This is an optimization exercise on Yosys and OpenROAD, whose aim is small area, a short achievable clock period and few clock cycles per item, not a production implementation. Where RTL was checked, it was by simulation tests only, not by an equivalence proof against the original. The RTL of run 1 was laid out without a check of its function.

**flow/flow/run.sh**
```bash
#!/bin/bash
cp standard.sh flow_standard_sh.log
cp config.mk flow_config_mk.log
export SETUP_SLACK_MARGIN=6.5
bash standard.sh > flow_standard.log 2>&1
```
**flow/standard.sh**
```bash
#!/bin/bash
# synth_recipe.tcl (not shown) runs the flow's synth.tcl, then flattens the netlist and writes it again
# the make line also repeats each setting of config.mk as NAME=value (left out here)
make -C /OpenROAD-flow-scripts/flow DESIGN_CONFIG=/design/flow/config.mk WORK_HOME=/design/flow/orfs CLKGATE_MAP_FILE= SYNTH_SCRIPT=/design/flow/synth_recipe.tcl "${@:-finish}"
```
**flow/config.mk**
```make
export PLATFORM = sky130hd
export DESIGN_NAME = tilt_pid_duty_controller
export DESIGN_NICKNAME = tilt_pid_duty_controller
export VERILOG_FILES = /design/flow/design.v
export SDC_FILE = /design/flow/constraint.sdc
export NUM_CORES = 4
export LEC_CHECK = 0
export CAP_MARGIN = 20
export CORE_MARGIN = 2
export CORE_UTILIZATION = 40
export PLACE_DENSITY = 0.6
export SLEW_MARGIN = 20
```
**flow/constraint.sdc**
```tcl
create_clock -name core_clock -period 11.0 [get_ports {clk}]
set_input_delay 2.2000 -clock core_clock [delete_from_list [all_inputs] [get_ports {clk}]]
set_output_delay 2.2000 -clock core_clock [all_outputs]
set_load 0.01 [all_outputs]
```
**flow/design.v**
```verilog
package tpdc_pkg;
  localparam int CORDIC_STEPS = 16;
  localparam int ACCEL_W  = 19;    
  localparam int GYRO_W   = 25;    
  localparam int CX_W     = 32;    
  localparam int ANGLE_W  = 25;    
  localparam int INTEG_W  = 32;    
  localparam int DUTY_W   = 40;    
  localparam int PWM_W    = 16;
  localparam int CFG_IDX_W  = 3;
  localparam int CFG_DATA_W = 31;
  localparam int TARGET_W   = 24;
  localparam int GAIN_W     = 24;
  localparam int LIMIT_W    = 31;
  localparam int FS_W       = 16;
  localparam logic [TARGET_W-1:0] RST_TARGET = 24'd655360;
  localparam logic [GAIN_W-1:0]   RST_KP     = 24'd268435;
  localparam logic [GAIN_W-1:0]   RST_KI     = 24'd839;
  localparam logic [GAIN_W-1:0]   RST_KD     = 24'd167772;
  localparam logic [LIMIT_W-1:0]  RST_LIMIT  = 31'd1179648000;
  localparam logic [FS_W-1:0]     RST_FS     = 16'd2000;
  localparam longint ANG_180 = 11796480;
  localparam logic [16*22-1:0] ATAN_TAB = {
    22'd115,    22'd229,    22'd458,    22'd917,
    22'd1833,   22'd3667,   22'd7334,   22'd14668,
    22'd29335,  22'd58666,  22'd117304, 22'd234379,
    22'd466945, 22'd919879, 22'd1740967, 22'd2949120
  };
  function automatic int cy_w(input int i);
    cy_w = (i < 2) ? 32 : 34 - i;
  endfunction
  function automatic int csa_rows(input int n0, input int lvl);
    int n;
    n = n0;
    for (int l = 0; l < lvl; l++) n = (n / 3) * 2 + (n % 3);
    csa_rows = n;
  endfunction
  function automatic int csa_levels(input int n0, input int nout);
    int n, l;
    n = n0;
    l = 0;
    while (n > nout) begin
      n = (n / 3) * 2 + (n % 3);
      l = l + 1;
    end
    csa_levels = l;
  endfunction
  function automatic logic [63:0] booth_cc(input int xw, input int kw, input int ow);
    logic [63:0] c;
    c = '0;
    for (int k = 0; k < kw / 2 + 1; k++) c = c - (64'd1 << (xw + 2 * k));
    if (ow < 64) c = c & ((64'd1 << ow) - 64'd1);
    booth_cc = c;
  endfunction
endpackage
module tpdc_cordic (
  input  logic                                clk,
  input  logic                                en,
  input  logic signed [tpdc_pkg::ACCEL_W-1:0] accel_y,
  input  logic signed [tpdc_pkg::ACCEL_W-1:0] accel_z,
  output logic [15:0]                         dirs,
  output logic [1:0]                          half,     
  output logic                                zero
);
  localparam int NS = 15;
  localparam int XW = tpdc_pkg::CX_W;
  logic [NS*XW-1:0] x_q;
  logic [NS*32-1:0] y_q;
  logic [NS*16-1:0] d_q;     
  logic [NS*2-1:0]  h_q;
  logic [NS-1:0]    z_q;
  logic                 neg;
  logic [XW-1:0]        x0;
  logic signed [31:0]   y0;
  logic                 d0;
  assign neg = accel_y[tpdc_pkg::ACCEL_W-1];
  assign x0  = neg ? XW'(-(32'(accel_y))) <<< 12 : XW'(32'(accel_y)) <<< 12;
  assign y0  = neg ? -(32'(accel_z)) <<< 12 : 32'(accel_z) <<< 12;
  assign d0  = neg ? accel_z[tpdc_pkg::ACCEL_W-1]
                   : (!accel_z[tpdc_pkg::ACCEL_W-1] && (accel_z != '0));
  for (genvar s = 1; s <= NS; s++) begin : g_st
    localparam int I  = s - 1;                  
    localparam int WI = tpdc_pkg::cy_w(I);
    localparam int WO = tpdc_pkg::cy_w(s);
    logic [XW-1:0]        xi;
    logic signed [WI-1:0] yi;
    logic                 di;
    logic [15:0]          dsi;
    logic [1:0]           hi;
    logic                 zi;
    if (s == 1) begin : g_first
      assign xi  = x0;
      assign yi  = WI'(y0);
      assign di  = d0;
      assign dsi = 16'(d0);
      assign hi  = {neg & accel_z[tpdc_pkg::ACCEL_W-1], neg & ~accel_z[tpdc_pkg::ACCEL_W-1]};
      assign zi  = (accel_y == '0) && (accel_z == '0);
    end else begin : g_next
      assign xi  = x_q[(s-2)*XW +: XW];
      assign yi  = y_q[(s-2)*32 +: WI];
      assign dsi = d_q[(s-2)*16 +: 16];
      assign di  = dsi[I];
      assign hi  = h_q[(s-2)*2 +: 2];
      assign zi  = z_q[s-2];
    end
    logic [WO-1:0] ya, yb, yn;
    logic          yz, dn;
    logic [XW-1:0] xsh;
    assign xsh = xi >> I;
    assign ya  = yi[WO-1:0];
    assign yb  = xsh[WO-1:0] ^ {WO{di}};
    assign yn  = ya + yb + WO'(di);
    assign yz  = ((ya[0] ^ yb[0]) == di)
               && &((ya[WO-1:1] ^ yb[WO-1:1]) ~^ (ya[WO-2:0] | yb[WO-2:0]));
    assign dn  = !yn[WO-1] && !yz;
    logic [XW-1:0] xn;
    if (s < NS) begin : g_x
      logic signed [XW-1:0] ysh;
      assign ysh = XW'(yi) >>> I;
      assign xn  = xi + (ysh ^ {XW{~di}}) + {{(XW-1){1'b0}}, ~di};
    end else begin : g_nox
      assign xn = '0;
    end
    logic [15:0] dso;
    always_comb begin
      dso    = dsi;
      dso[s] = dn;
    end
    always_ff @(posedge clk) begin
      if (en) begin
        if (s < NS) x_q[(s-1)*XW +: XW] <= xn;
        y_q[(s-1)*32 +: WO] <= yn;
        d_q[(s-1)*16 +: 16] <= dso;
        h_q[(s-1)*2 +: 2]   <= hi;
        z_q[s-1]            <= zi;
      end
    end
  end
  assign dirs = d_q[(NS-1)*16 +: 16];
  assign half = h_q[(NS-1)*2 +: 2];
  assign zero = z_q[NS-1];
endmodule
module tpdc_booth #(
  parameter int XW = 26,
  parameter int KW = 24,
  parameter int OW = 57
) (
  input  logic [KW-1:0]        k,
  input  logic signed [XW-1:0] x,
  output logic [(KW/2+1)*OW-1:0] rows
);
  localparam int ND = KW / 2 + 1;
  localparam int RW = XW + 1;
  logic [KW+1:0]  kx;
  logic [RW-1:0]  x1, x2;
  logic [ND-1:0]  negv;
  assign kx = {2'b00, k};
  assign x1 = RW'(x);
  assign x2 = {x, 1'b0};
  for (genvar d = 0; d < ND; d++) begin : g_d
    logic b2, b1, b0, one, two;
    logic [RW-1:0] m, r;
    logic [OW-1:0] row;
    assign b2 = kx[2*d+1];
    assign b1 = kx[2*d];
    if (d == 0) begin : g_b0z
      assign b0 = 1'b0;
    end else begin : g_b0
      assign b0 = kx[2*d-1];
    end
    assign negv[d] = b2 & ~(b1 & b0);
    assign one     = b1 ^ b0;
    assign two     = (b2 & ~b1 & ~b0) | (~b2 & b1 & b0);
    assign m       = ({RW{one}} & x1) | ({RW{two}} & x2);
    assign r       = m ^ {RW{negv[d]}};
    if (d == 0) begin : g_r0
      assign row = OW'({~r[RW-1], r[RW-2:0]});
    end else begin : g_rn
      assign row = (OW'({~r[RW-1], r[RW-2:0]}) << (2*d)) | (OW'(negv[d-1]) << (2*d-2));
    end
    assign rows[d*OW +: OW] = row;
  end
endmodule
module tpdc_csa #(
  parameter int NIN  = 3,
  parameter int NOUT = 2,
  parameter int W    = 8
) (
  input  logic [NIN*W-1:0]  rin,
  output logic [NOUT*W-1:0] rout
);
  localparam int NL = tpdc_pkg::csa_levels(NIN, NOUT);
  logic [(NL+1)*NIN*W-1:0] lv;
  assign lv[0 +: NIN*W] = rin;
  for (genvar l = 1; l <= NL; l++) begin : g_l
    localparam int NP = tpdc_pkg::csa_rows(NIN, l - 1);
    localparam int NN = tpdc_pkg::csa_rows(NIN, l);
    for (genvar g = 0; g < NP / 3; g++) begin : g_g
      logic [W-1:0] a, b, c;
      assign a = lv[((l-1)*NIN + 3*g)   * W +: W];
      assign b = lv[((l-1)*NIN + 3*g+1) * W +: W];
      assign c = lv[((l-1)*NIN + 3*g+2) * W +: W];
      assign lv[(l*NIN + 2*g)   * W +: W] = a ^ b ^ c;
      assign lv[(l*NIN + 2*g+1) * W +: W] = ((a & b) | (a & c) | (b & c)) << 1;
    end
    for (genvar j = 0; j < NP % 3; j++) begin : g_p
      assign lv[(l*NIN + 2*(NP/3) + j) * W +: W] = lv[((l-1)*NIN + 3*(NP/3) + j) * W +: W];
    end
    if (NN < NIN) begin : g_z
      assign lv[(l*NIN + NN) * W +: (NIN-NN)*W] = '0;
    end
  end
  localparam int NF = tpdc_pkg::csa_rows(NIN, NL);
  for (genvar j = 0; j < NOUT; j++) begin : g_o
    if (j < NF) begin : g_v
      assign rout[j*W +: W] = lv[(NL*NIN + j) * W +: W];
    end else begin : g_0
      assign rout[j*W +: W] = '0;
    end
  end
endmodule
module tilt_pid_duty_controller (
  input  logic                                   clk,
  input  logic                                   rst_n,
  input  logic                                   in_valid,
  output logic                                   in_stall,
  input  logic signed [tpdc_pkg::ACCEL_W-1:0]    in_accel_y,
  input  logic signed [tpdc_pkg::ACCEL_W-1:0]    in_accel_z,
  input  logic signed [tpdc_pkg::GYRO_W-1:0]     in_gyro_x,
  output logic                                   out_valid,
  input  logic                                   out_stall,
  output logic [tpdc_pkg::PWM_W-1:0]             out_pwm_level,
  output logic signed [tpdc_pkg::ANGLE_W-1:0]    out_filtered_angle,
  input  logic                                   cfg_valid,
  output logic                                   cfg_ready,
  input  logic [tpdc_pkg::CFG_IDX_W-1:0]         cfg_index,
  input  logic [tpdc_pkg::CFG_DATA_W-1:0]        cfg_data
);
  localparam int NC    = 15;
  localparam int ST_T1 = NC + 1;
  localparam int ST_T2 = NC + 2;
  localparam int ST_T3 = NC + 3;
  localparam int ST_A  = NC + 4;
  localparam int ST_S  = NC + 5;
  localparam int ST_M1 = NC + 6;
  localparam int ST_M2 = NC + 7;
  localparam int ST_D  = NC + 8;
  localparam int ST_W  = NC + 9;
  localparam int NV    = ST_W + 1;
  localparam int PW  = 57;    
  localparam int QW  = 41;    
  localparam int UW  = 32;    
  logic [tpdc_pkg::TARGET_W-1:0] target_r;
  logic [tpdc_pkg::GAIN_W-1:0]   kp_r, ki_r, kd_r;
  logic [tpdc_pkg::LIMIT_W-1:0]  lim_r;
  logic [tpdc_pkg::FS_W-1:0]     fs_r;
  assign cfg_ready = 1'b1;
  always_ff @(posedge clk) begin
    if (!rst_n) begin
      target_r <= tpdc_pkg::RST_TARGET;
      kp_r     <= tpdc_pkg::RST_KP;
      ki_r     <= tpdc_pkg::RST_KI;
      kd_r     <= tpdc_pkg::RST_KD;
      lim_r    <= tpdc_pkg::RST_LIMIT;
      fs_r     <= tpdc_pkg::RST_FS;
    end else if (cfg_valid) begin
      case (cfg_index)
        3'd0: target_r <= cfg_data[tpdc_pkg::TARGET_W-1:0];
        3'd1: kp_r     <= cfg_data[tpdc_pkg::GAIN_W-1:0];
        3'd2: ki_r     <= cfg_data[tpdc_pkg::GAIN_W-1:0];
        3'd3: kd_r     <= cfg_data[tpdc_pkg::GAIN_W-1:0];
        3'd4: lim_r    <= cfg_data[tpdc_pkg::LIMIT_W-1:0];
        3'd5: fs_r     <= cfg_data[tpdc_pkg::FS_W-1:0];
        default: ;
      endcase
    end
  end
  logic signed [33:0] tl_hi_r, tl_lo_r;    
  always_ff @(posedge clk) begin
    tl_hi_r <= $signed({10'd0, target_r}) - $signed({3'd0, lim_r}) - 34'sd1;
    tl_lo_r <= $signed({10'd0, target_r}) + $signed({3'd0, lim_r});
  end
  logic          en;
  logic          k_valid, o_valid;
  logic [NV-1:0] v;
  assign en       = !k_valid;
  assign in_stall = k_valid;
  always_ff @(posedge clk) begin
    if (!rst_n) begin
      v <= '0;
    end else if (en) begin
      v <= {v[NV-2:0], in_valid};
    end
  end
  logic signed [tpdc_pkg::ACCEL_W-1:0] ay_r, az_r;
  logic [ST_S*tpdc_pkg::GYRO_W-1:0]    gx_q;      
  always_ff @(posedge clk) begin
    if (en) begin
      ay_r <= in_accel_y;
      az_r <= in_accel_z;
      gx_q <= {gx_q[(ST_S-1)*tpdc_pkg::GYRO_W-1:0], in_gyro_x};
    end
  end
  logic [15:0] dirs;
  logic [1:0]  half;
  logic        zero;
  tpdc_cordic u_cordic (
    .clk     (clk),
    .en      (en),
    .accel_y (ay_r),
    .accel_z (az_r),
    .dirs    (dirs),
    .half    (half),
    .zero    (zero)
  );
  localparam longint ATAN_SUM = 6545816;
  logic [18*UW-1:0] t_rows;
  logic [2*UW-1:0]  u_cs, u_r;
  logic             zero_t1;
  logic signed [15:0] dlt_c, dlt_r;
  logic signed [33:0] g65;
  logic signed [tpdc_pkg::GYRO_W-1:0] gx_t1;
  assign t_rows[0 +: UW] = UW'(-65 * ATAN_SUM);
  assign t_rows[UW +: UW] = half[1] ? UW'(-65 * tpdc_pkg::ANG_180)
                          : half[0] ? UW'(65 * tpdc_pkg::ANG_180) : '0;
  for (genvar i = 0; i < 16; i++) begin : g_trow
    assign t_rows[(i+2)*UW +: UW] =
      dirs[i] ? UW'(130 * longint'(tpdc_pkg::ATAN_TAB[22*i +: 22])) : '0;
  end
  tpdc_csa #(.NIN(18), .NOUT(2), .W(UW)) u_tcsa (.rin(t_rows), .rout(u_cs));
  assign gx_t1 = gx_q[(ST_T1-1)*tpdc_pkg::GYRO_W +: tpdc_pkg::GYRO_W];
  assign g65   = -(34'(gx_t1) <<< 6) - 34'(gx_t1);
  assign dlt_c = 16'(g65 >>> 16);
  always_ff @(posedge clk) begin
    if (en) begin
      u_r     <= u_cs;
      zero_t1 <= zero;
      dlt_r   <= dlt_c;
    end
  end
  logic [UW-1:0]      u_sum;
  logic signed [15:0] acc_c, acc_r;
  logic signed [31:0] p_c, p_r;
  assign u_sum = u_r[0 +: UW] + u_r[UW +: UW];
  assign acc_c = zero_t1 ? 16'sd0 : u_sum[UW-1:16];
  assign p_c   = (32'(dlt_r) <<< 16) - (32'(dlt_r) <<< 6) - (32'(dlt_r) <<< 1);
  always_ff @(posedge clk) begin
    if (en) begin
      acc_r <= acc_c;
      p_r   <= p_c;
    end
  end
  logic signed [32:0] k_c, k_r;
  assign k_c = 33'(p_r) + (33'(acc_r) <<< 16);
  always_ff @(posedge clk) begin
    if (en) k_r <= k_c;
  end
  logic signed [tpdc_pkg::ANGLE_W-1:0] ang_r, ang_c;
  logic signed [41:0]                  aw;
  logic                                a_hi, a_lo;
  assign aw   = (42'(ang_r) <<< 16) - (42'(ang_r) <<< 6) - (42'(ang_r) <<< 1) + 42'(k_r);
  assign a_hi = !aw[41] &&  aw[40];    
  assign a_lo =  aw[41] && !aw[40];    
  always_comb begin
    if (a_hi)      ang_c = 25'sh0FFFFFF;
    else if (a_lo) ang_c = 25'sh1000000;
    else           ang_c = aw[40:16];
  end
  logic signed [tpdc_pkg::INTEG_W-1:0] integ_r, integ_c;
  logic signed [33:0]                  is_c, is_hi, is_lo;
  logic signed [25:0]                  err_c, err_r;
  logic signed [tpdc_pkg::LIMIT_W:0]   lim_s;
  assign lim_s  = $signed({1'b0, lim_r});
  assign is_c   = 34'(integ_r) + $signed({10'd0, target_r}) - 34'(ang_r);
  assign is_hi  = 34'(integ_r) + tl_hi_r - 34'(ang_r);       
  assign is_lo  = 34'(integ_r) + tl_lo_r - 34'(ang_r);       
  assign err_c  = $signed({2'b00, target_r}) - 26'(ang_r);
  always_comb begin
    if (!is_hi[33])     integ_c = 32'(lim_s);
    else if (is_lo[33]) integ_c = -(32'(lim_s));
    else                integ_c = is_c[31:0];
  end
  localparam logic [63:0] CC_ALL = tpdc_pkg::booth_cc(26, 24, PW)
                                 + tpdc_pkg::booth_cc(32, 24, PW)
                                 + tpdc_pkg::booth_cc(25, 24, PW);
  logic [13*PW-1:0] kd_rows;
  logic [2*PW-1:0]  kd_cs, kdx_r;
  tpdc_booth #(.XW(25), .KW(24), .OW(PW)) u_bkd (
    .k(kd_r), .x(gx_q[(ST_S-1)*tpdc_pkg::GYRO_W +: tpdc_pkg::GYRO_W]), .rows(kd_rows)
  );
  tpdc_csa #(.NIN(14), .NOUT(2), .W(PW)) u_kdcsa (
    .rin({PW'(CC_ALL), kd_rows}), .rout(kd_cs)
  );
  always_ff @(posedge clk) begin
    if (!rst_n) begin
      integ_r <= '0;
    end else if (en && v[ST_S-1]) begin
      integ_r <= integ_c;
    end
  end
  logic [13*PW-1:0] kp_rows, ki_rows;
  logic [3*PW-1:0]  m_cs, m_r;
  tpdc_booth #(.XW(26), .KW(24), .OW(PW)) u_bkp (.k(kp_r), .x(err_r), .rows(kp_rows));
  tpdc_booth #(.XW(32), .KW(24), .OW(PW)) u_bki (.k(ki_r), .x(integ_r), .rows(ki_rows));
  tpdc_csa #(.NIN(28), .NOUT(3), .W(PW)) u_mcsa (
    .rin({kdx_r, ki_rows, kp_rows}), .rout(m_cs)
  );
  logic [PW-1:0]      psum;
  logic signed [40:0] praw_c, praw_r;
  assign psum   = m_r[0 +: PW] + m_r[PW +: PW] + m_r[2*PW +: PW];
  assign praw_c = psum[PW-1:16];
  logic signed [tpdc_pkg::DUTY_W-1:0] raw, sd_r, sd_c;
  logic signed [44:0]                 sd_w;
  always_comb begin
    if (!praw_r[40] && praw_r[39])     raw = 40'sh7FFFFFFFFF;
    else if (praw_r[40] && !praw_r[39]) raw = 40'sh8000000000;
    else                                raw = praw_r[39:0];
  end
  assign sd_w = (45'(sd_r) <<< 4) - 45'(sd_r) + 45'(raw);
  assign sd_c = sd_w[43:4];
  logic [9*QW-1:0]  q_rows;
  logic [2*QW-1:0]  q_cs, q_r;
  logic             sat_c, sat_r, neg_c, neg_r;
  localparam logic [63:0] CC_Q = tpdc_pkg::booth_cc(25, 16, QW);
  tpdc_booth #(.XW(25), .KW(16), .OW(QW)) u_bfs (
    .k(fs_r), .x($signed({1'b0, sd_r[23:0]})), .rows(q_rows)
  );
  tpdc_csa #(.NIN(10), .NOUT(2), .W(QW)) u_qcsa (
    .rin({QW'(CC_Q), q_rows}), .rout(q_cs)
  );
  assign neg_c = sd_r[39];
  assign sat_c = !sd_r[39] && (|sd_r[38:24]);
  always_ff @(posedge clk) begin
    if (!rst_n) begin
      ang_r <= '0;
      sd_r  <= '0;
    end else if (en) begin
      if (v[ST_A-1]) ang_r <= ang_c;
      if (v[ST_D-1]) sd_r  <= sd_c;
    end
  end
  logic signed [(ST_W-ST_S+1)*tpdc_pkg::ANGLE_W-1:0] ang_q;    
  always_ff @(posedge clk) begin
    if (en) begin
      err_r  <= err_c;
      kdx_r  <= kd_cs;
      m_r    <= m_cs;
      praw_r <= praw_c;
      q_r    <= q_cs;
      sat_r  <= sat_c;
      neg_r  <= neg_c;
      ang_q  <= {ang_q[(ST_W-ST_S)*tpdc_pkg::ANGLE_W-1:0], ang_r};
    end
  end
  logic [tpdc_pkg::PWM_W-1:0]          pwm_c, o_pwm, k_pwm;
  logic signed [tpdc_pkg::ANGLE_W-1:0] ang_w, o_ang, k_ang;
  logic [QW-1:0]                       qsum;
  logic                                o_load_new, o_load_skid, k_load;
  assign qsum  = q_r[0 +: QW] + q_r[QW +: QW];
  assign pwm_c = sat_r ? fs_r : neg_r ? '0 : qsum[24 +: tpdc_pkg::PWM_W];
  assign ang_w = ang_q[(ST_W-ST_S)*tpdc_pkg::ANGLE_W +: tpdc_pkg::ANGLE_W];
  assign o_load_new  = en && v[ST_W] && (!o_valid || !out_stall);
  assign k_load      = en && v[ST_W] && o_valid && out_stall;
  assign o_load_skid = !en && !out_stall;
  always_ff @(posedge clk) begin
    if (!rst_n) begin
      o_valid <= 1'b0;
      k_valid <= 1'b0;
    end else begin
      if (o_load_new || o_load_skid) o_valid <= 1'b1;
      else if (!out_stall)           o_valid <= 1'b0;
      if (k_load)                    k_valid <= 1'b1;
      else if (o_load_skid)          k_valid <= 1'b0;
    end
  end
  always_ff @(posedge clk) begin
    if (o_load_new) begin
      o_pwm <= pwm_c;
      o_ang <= ang_w;
    end else if (o_load_skid) begin
      o_pwm <= k_pwm;
      o_ang <= k_ang;
    end
    if (k_load) begin
      k_pwm <= pwm_c;
      k_ang <= ang_w;
    end
  end
  assign out_valid          = o_valid;
  assign out_pwm_level      = o_pwm;
  assign out_filtered_angle = o_ang;
endmodule
```
==> results of run 1 <==
[worst max-delay path, cell delays in order (launching register included)]
cell     delay (ns)
dfxtp_4        0.36
buf_4          0.17
nand2_4        0.11
o21ai_4        0.09
buf_12         0.14
buf_16         0.14
buf_12         0.13
a22oi_2        0.20
xor2_1         0.20
fa_1           0.46
inv_2          0.08
fa_2           0.48
fa_2           0.59
inv_2          0.05
fa_1           0.49
inv_2          0.04
fa_2           0.53
inv_2          0.04
fa_2           0.39
[per-stage QoR]
stage                     area (sq um)   util
final                           250000  0.472
after global routing            250000  0.472
after CTS                       244000  0.462
after detailed placement        222000  0.420
after global placement          222000  0.420
after floorplan                 213000      -
[kinds of logic after synthesis]
family / count (synthesis) / share of synthesized area
xor+xnor: 2963 / 0.122
compound gates: 4000 / 0.124
mux: 105 / 0.00523
buf+inv: 4073 / 0.0721
simple gates: 3172 / 0.0709
flops: 2524 / 0.341
fa+ha+maj: 3619 / 0.265
other cells: 1 / 0.0000176
[final cells by class]
class	count	area [sq um]	share of cell area
Timing Repair inverter	2	31.3	0.000125
Inverter	3103	11800	0.0473
Antenna cell	24	60.1	0.000241
Timing Repair Buffer	1147	14600	0.0584
Clock buffer	372	8090	0.0324
Tap cell	6994	8750	0.0350
Clock inverter	181	2060	0.00826
Multi-Input combinational cell	13900	132000	0.527
Sequential cell	2524	72800	0.291
[timing repair]
action,4_1_cts,5_1_grt
endpoints found under the hold margin,0,0
setup endpoints to repair,483,365
buffers inserted,434,183
gates resized for setup,1432,806
cloned,101,21
pin swaps,573,560
[layer usage]
metal  up-vias  part of all wire
met3      1892             0.085
met1     74500              0.41
li1      70300                 -
met4        12             0.062
met2      6345              0.44
met5         -           0.00019
[cell usage after synthesis (61+ instances only)]
| library cell | number | area, sq um |
|---|---|---|
| inv_1 | 3095 | 11600 |
| edfxtp_1 | 2192 | 65800 |
| ha_1 | 2073 | 25900 |
| xor2_1 | 1530 | 13400 |
| fa_1 | 1500 | 30000 |
| xnor2_1 | 1432 | 12500 |
| a22oi_1 | 1045 | 7850 |
| nand2_1 | 1034 | 3880 |
| a21oi_1 | 986 | 4930 |
| clkbuf_1 | 837 | 3140 |
| nor2_1 | 731 | 2740 |
| o21ai_0 | 607 | 3040 |
| a21o_1 | 345 | 2590 |
| dfxtp_1 | 332 | 6650 |
| nand3_1 | 264 | 1320 |
| nand2b_1 | 201 | 1260 |
| nor3_1 | 190 | 951 |
| nor2b_1 | 160 | 1000 |
| o21a_1 | 148 | 1110 |
| o21bai_1 | 131 | 983 |
| and2_1 | 119 | 744 |
| nand4_1 | 117 | 732 |
| buf_1 | 114 | 428 |
| o211ai_1 | 91 | 683 |
| nor4_1 | 87 | 544 |
| a211oi_1 | 84 | 631 |
| a31oi_1 | 74 | 463 |
| and3_1 | 71 | 444 |
| or3_1 | 66 | 413 |
| a21boi_0 | 61 | 458 |
[how the worst min path moves through the flow]
stage,depth (start not counted),from,to
final,0,u_cordic.h_q[26],u_cordic.h_q[28]
after global routing,0,gx_q[441],gx_q[466]
after CTS,0,gx_q[441],gx_q[466]
after detailed placement,0,ang_q[86],ang_q[111]
after global placement,0,gx_q[155],gx_q[180]
after floorplan,0,ang_q[75],ang_q[100]
[registers in the layout, indices dropped and copies added, names as in the netlist, 33 cells and up]
name	flops
u_cordic.x_q	394
ang_q	125
sd_r	40
u_cordic.y_q	328
m_r	158
q_r	69
u_cordic.d_q	135
praw_r	41
tl_hi_r	33
kdx_r	95
u_r	58
gx_q	500
==> results.txt, run 1 <==
status timing/DRC/antenna clean; ratio of cells with drive above 1 in the final layout 0.142; Initial DRC Count between 10000 and 15000; post-cts hold buffer count 0; crit path setup slack, layout 6.06 ns; via count approximately 150k; worst min path class reg -> reg; post-route DRC violation count 0; number of synthesized flops with an enable pin 2192; Fin Hold WS 0.376 ns; GRT Util Overall 0.231; core region area 529000 sq um; Seq/Total Area, Yosys 0.341; Synth Instances 20500; Synth-to-Final Area Change 17.4%; CTS tree done; Slew @ Worst Pin 1.36 ns; first-pass GRT wire length 959000 microns; drt wl/cell 22.8 microns; CP startpoint kind flop; Global Route met1 Usage 0.301; Die W 733 microns; GR Layer Usage met3 0.0499; Final #Nets around 25000; initial antenna violation count 21; Syn Std Cell Area 213000 sq um; H-tree levels 5; Clock Path Buffers 4; Clk pin slew, worst setup/hold paths 0.06 ns; Seq cells post-synth 2524; Clock Latency Late Sink 1.00 ns; worst-case reg-to-reg path depth 18; most frequent cells in the layout 2852 x inv_1, 2192 x edfxtp_1, 2000 x ha_1, 1484 x xor2_1, 1391 x xnor2_1; Rel. slew slack 0.0938; period utilisation layout 0.449; met2 Usage GRT 0.362; Fmax achieved slightly above 0.2 GHz; buffers added on ports 144; Final Skew 0.105 ns; placed insts between 20000 and 30000; pin count of the biggest net entering global routing ~190; Detailed Route WL 643000 microns; starting density of the core 0.402; launch point of the worst path ki_r[15]; GP Congestion 0.944; number of fill cells 48100; Max-Cap Viols 0; vias per inst 5.42; worst r2r src ki_r[15]; post-synth cell types 105; setup tns final 0 ns; Die Ht 733 microns; CP arrival 5.67 ns; root buf cell clkbuf_16; GR peak layer met2; Critical R2R Capture m_r[18]; Final Hold Fails 0; Synth Flop Type edfxtp_1; global route overflow 0; commonest non-fill, non-tap cell in the layout inv_1; Critical Path End Type flop; Pre-antenna DRT Iters 7; CP endpoint m_r[18]; syn_area_per_cell ~10 sq um; share of flip-flops with an asynchronous set or reset 0; final-report setup violation count 0; WS Path Type reg -> reg; row cnt 267; Num CTS Buffers 304; worst slack at placement about 4.7 ns; I/O pins 146; Slew Limit Fails 0; Final min period 4.94 ns; syn nets 24100; Yosys warnings 2; Final ANT Viol Nets 0; vias in the first global route 153000; Layout Cells excl Fill around 28000; Max FO, Critical Path 5; RSZ-0062 raised after global routing yes; Critical Path RT between 10 and 15 ns; Die ar. 538000 sq um; post-DP HPWL 444000 microns; R2R Setup Slk 6.06 ns; # clock sinks 2524
==> run 2, diff against run 1 <==
--- a/flow/design.v
+++ b/flow/design.v
@@ -420,6 +420,7 @@
   assign sd_c = sd_w[43:4];
   logic [9*QW-1:0]  q_rows;
-  logic [2*QW-1:0]  q_cs, q_r;
-  logic             sat_c, sat_r, neg_c, neg_r;
+  logic [2*QW-1:0]  q_cs;
+  logic [QW-25:0]   qa_c, qb_c, qa_r, qb_r;     
+  logic             qc_c, qc_r, sat_c, sat_r, neg_c, neg_r;
   localparam logic [63:0] CC_Q = tpdc_pkg::booth_cc(25, 16, QW);
   tpdc_booth #(.XW(25), .KW(16), .OW(QW)) u_bfs (
@@ -429,4 +430,7 @@
     .rin({QW'(CC_Q), q_rows}), .rout(q_cs)
   );
+  assign qa_c  = q_cs[24 +: QW-24];
+  assign qb_c  = q_cs[QW+24 +: QW-24];
+  assign qc_c  = (25'(q_cs[0 +: 24]) + 25'(q_cs[QW +: 24])) >> 24;
   assign neg_c = sd_r[39];
   assign sat_c = !sd_r[39] && (|sd_r[38:24]);
@@ -447,5 +451,7 @@
       m_r    <= m_cs;
       praw_r <= praw_c;
-      q_r    <= q_cs;
+      qa_r   <= qa_c;
+      qb_r   <= qb_c;
+      qc_r   <= qc_c;
       sat_r  <= sat_c;
       neg_r  <= neg_c;
@@ -455,8 +461,8 @@
   logic [tpdc_pkg::PWM_W-1:0]          pwm_c, o_pwm, k_pwm;
   logic signed [tpdc_pkg::ANGLE_W-1:0] ang_w, o_ang, k_ang;
-  logic [QW-1:0]                       qsum;
+  logic [QW-25:0]                      qsum;
   logic                                o_load_new, o_load_skid, k_load;
-  assign qsum  = q_r[0 +: QW] + q_r[QW +: QW];
-  assign pwm_c = sat_r ? fs_r : neg_r ? '0 : qsum[24 +: tpdc_pkg::PWM_W];
+  assign qsum  = qa_r + qb_r + (QW-24)'(qc_r);
+  assign pwm_c = sat_r ? fs_r : neg_r ? '0 : qsum[tpdc_pkg::PWM_W-1:0];
   assign ang_w = ang_q[(ST_W-ST_S)*tpdc_pkg::ANGLE_W +: tpdc_pkg::ANGLE_W];
   assign o_load_new  = en && v[ST_W] && (!o_valid || !out_stall);
==> flow/run.sh (new file) <==
#!/bin/bash
# synth_recipe.tcl (not shown) runs the flow's synth.tcl, then flattens the netlist and writes it again
# the make line also repeats each setting of config.mk as NAME=value (left out here)
make -C /OpenROAD-flow-scripts/flow DESIGN_CONFIG=/design/flow/config.mk WORK_HOME=/design/flow/orfs CLKGATE_MAP_FILE= SYNTH_SCRIPT=/design/flow/synth_recipe.tcl finish
--- a/flow/config.mk
+++ b/flow/config.mk
@@ -10,3 +10,4 @@
 export CORE_UTILIZATION = 40
 export PLACE_DENSITY = 0.6
+export SETUP_SLACK_MARGIN = 5
 export SLEW_MARGIN = 20
removed: flow/flow/run.sh
removed: flow/standard.sh
==> results.txt, run 2 <==
number of fill cells 49700 (+3.5%); Syn Std Cell Area 213000 sq um (about the same); Final Skew 0.0835 ns (-0.0211 ns); Seq cells post-synth 2488 (-1.4%); GR peak layer met2; area leader, netlist edfxtp_1; number of synthesized flops with an enable pin 2156 (-1.6%); Slew @ Worst Pin 1.25 ns (-0.105 ns); GRT Util Overall 0.207 (-0.0242); Max FO, Critical Path 20 (+15); row cnt 267 (unchanged); Global Route met1 Usage 0.281 (-0.0208); final-report setup violation count 0 (unchanged); Critical Path End Type flop; Fmax achieved 0.174 GHz (-14%); post-synth cell types 114 (+8.6%); placed insts 27000 (+0.33%); WS Path Type reg -> reg; Top reg by flops gx_q; Rel. slew slack 0.160 (+0.0667); core region area 530000 sq um (about the same); Yosys warnings 2 (unchanged); post-route DRC violation count 0 (unchanged); Pre-antenna DRT Iters 8 (+1); vias per inst 5.33 (-1.7%); syn_area_per_cell 10.3 sq um (-0.55%); Yosys top cell area share 0.304 (-0.00519); Seq/Total Area, Yosys 0.335 (-0.00520); global route overflow 0 (unchanged); Die Ht 733 microns (about the same); worst min path class reg -> reg; Clk pin slew, worst setup/hold paths 0.06 ns (about the same); ratio of cells with drive above 1 in the final layout 0.0520 (-0.0902); Synth-to-Final Area Change 9.34%; initial antenna violation count 23 (+9.5%); Synth Instances 20600 (+0.59%); starting density of the core 0.402 (about the same); Synth area leaders edfxtp_1 30%, fa_1 14%, ha_1 12%; Final min period 5.74 ns (+0.792 ns); Num CTS Buffers 301 (-0.99%); setup tns final 0 ns (unchanged); Max-Cap Viols 0 (unchanged); post-cts hold buffer count 0 (unchanged); CP startpoint kind flop; root buf cell clkbuf_16; RSZ-0062 raised after global routing yes; Layout Cells excl Fill 27600 (-2.3%); vias in the first global route 148000 (-3.3%); first-pass GRT wire length 880000 microns (-8.2%); buffers added on ports 144 (unchanged); CP arrival 6.44 ns (+0.77 ns); max FFs per register 500 (unchanged); I/O pins 146 (unchanged); period utilisation layout 0.521 (+0.0720); Fin Hold WS 0.391 ns (+0.0150 ns); # clock sinks 2488 (-1.4%); pin count of the biggest net entering global routing 195 (+4.3%); via count 147000 (-4.0%); GR Layer Usage met3 0.0343 (-0.0156); drt wl/cell 20.5 microns (-9.9%); Clock Path Buffers 4 (unchanged); Final Hold Fails 0 (unchanged); top-count cell post-synth inv_1; Initial DRC Count 12500 (-8.9%); Slew Limit Fails 0 (unchanged); top cells by count, synth 3048 x inv_1, 2156 x edfxtp_1, 2069 x ha_1; Final ANT Viol Nets 0 (unchanged); area of the multi-input gates 127000 sq um (-3.5%); Final #Nets 24000 (-2.6%); syn nets 24300 (+0.49%); Critical Path RT 11.70 ns (-0.02 ns); share of flip-flops with an asynchronous set or reset 0 (unchanged); Die W 733 microns (about the same); Detailed Route WL 566000 microns (-12%); register area 71400 sq um (-1.8%); commonest non-fill, non-tap cell in the layout inv_1; GP Congestion 0.924 (-2.2%); met2 Usage GRT 0.335 (-0.0276); status timing/DRC/antenna clean; Clock Latency Late Sink 0.99 ns (about the same); most frequent cells in the layout 3044 x inv_1, 2156 x edfxtp_1, 2064 x ha_1, 1599 x xor2_1, 1502 x fa_1; CTS tree done; H-tree levels 5 (unchanged); Die ar. 538000 sq um (about the same); post-DP HPWL 434000 microns (-2.3%); Largest regs gx_q (500), u_cordic.x_q (394), u_cordic.y_q (328); Synth Flop Type edfxtp_1
## run 2: cell count changes in the layout (fill, tap and decap cells not counted), moves of 134 or more
cell / previous run / this run
a22oi_2: 251 / 1
inv_1: 2852 / 3044
a22oi_1: 794 / 1054
inv_2: 218 / 8
buf_6: 138 / 4
fa_2: 198 / 0
buf_12: 217 / 8
buf_4: 508 / 253
fa_1: 1302 / 1502
## run 2: layer usage
layer  wire length (microns)  vias to the layer above  part of all wire
met4                   20700                        4             0.037
met1                  246000                    71900              0.43
met2                  259000                     4863              0.46
met3                   41200                     1065             0.073
li1                        -                    69200                 -
met5                      27                        -          0.000048
## run 2: area by class of cell
class | instances | area share
tap | 6994 | 0.0376
timing repair buffer | 429 | 0.0167
clock buffer | 368 | 0.0344
inverter | 3058 | 0.0495
sequential | 2488 | 0.307
clock inverter | 174 | 0.00961
timing repair inverter | 1 | 0.0000215
antenna | 17 | 0.000183
multi-input combinational | 14100 | 0.545
## run 2: logic make-up (layout without fill, tap and decap cells)
family / Yosys count / count (layout) / share of synthesized area
mux: 108 / 108 / 0.00537
other cells: 1 / 18 / 0.0000176
simple gates: 3314 / 3314 / 0.0740
flops: 2488 / 2488 / 0.335
buf+inv: 4039 / 4030 / 0.0714
fa+ha+maj: 3585 / 3585 / 0.264
compound gates: 4018 / 4018 / 0.126
xor+xnor: 3025 / 3025 / 0.124
## run 2: worst max-delay path, cell delays in order, from the launching register on
cell and delay, ns:
dfxtp_1 0.95, a22oi_1 0.24, xnor2_1 0.25, fa_1 0.46, fa_1 0.38, inv_1 0.08
fa_1 0.43, ha_1 0.29, ha_1 0.28, ha_1 0.28, and4b_1 0.18, a31o_2 0.24
a21o_1 0.19, a21o_1 0.20, a21o_1 0.19, a21o_1 0.18, a21oi_1 0.14, o21ai_0 0.12
o21a_1 0.18, o21ai_0 0.18, nand2_1 0.07
## run 2: worst paths after layout
| kind | start | end | slack, ns | cells past startpoint |
|---|---|---|---|---|
| max reg2reg | sd_r[4] | qc_r | 5.26 | 20 |
| min reg2reg | u_cordic.h_q[2] | u_cordic.h_q[4] | 0.39 | 0 |
| min | u_cordic.h_q[2] | u_cordic.h_q[4] | 0.39 | 0 |
| max | sd_r[4] | qc_r | 5.26 | 20 |
## run 2: metrics by stage
stage / setup slack [ns] / utilization / area, sq um
after CTS: 4.88 / 0.439 / 232000
after floorplan: 4.72 / - / 213000
after global placement: 4.56 / 0.419 / 222000
after detailed placement: 4.57 / 0.419 / 222000
after global routing: 4.96 / 0.439 / 233000
final: 5.26 / 0.440 / 233000
## run 2: timing repair
action / CTS / global route
pin swaps: 0 / 0
hold endpoints to repair: 0 / 0
setup buffers: 0 / 9
endpoints found under the setup margin: 3 / 8
gates cloned: 0 / 3
resized for setup: 5 / 27
Testbench counts of run 2, summed over its fixed seeds: cycles 2,464, items 2,048.

-- port drivers added, routing unchanged --
The flow's constraints put no driver on any port. The routed layouts listed below were extracted and timed again, unchanged, in two steps.
Step 1 (the two cells are an assumption about what drives the block):
set clk [get_ports {clk}]
set_driving_cell -lib_cell sky130_fd_sc_hd__clkbuf_16 $clk
set_driving_cell -lib_cell sky130_fd_sc_hd__buf_2 [delete_from_list [all_inputs] $clk]
Step 2, shift: input delay + t, output delay - t, t = (earliest + latest rising clock arrival at the registers) / 2. This alone moves slack from input paths to output paths.
Three values: ideal ports, drivers, drivers and shift; two values: the first two.
| run | shift t [ns] | slack for setup (ns) | worst slew at a driven data input, ns | cell pins on the clock port's net |
|---|---|---|---|---|
| run 1 | 1.065 | 6.057 / 6.057 / 5.868 | 0.13 | 1 |
| run 2 | 1.060 | 5.265 / 5.265 / 5.265 | 0.13 | 1 |
After both steps every run listed still meets setup and hold. The setup slack of run 1, which loses most, moves by 0.000 ns with the drivers and by -0.189 ns with both steps.
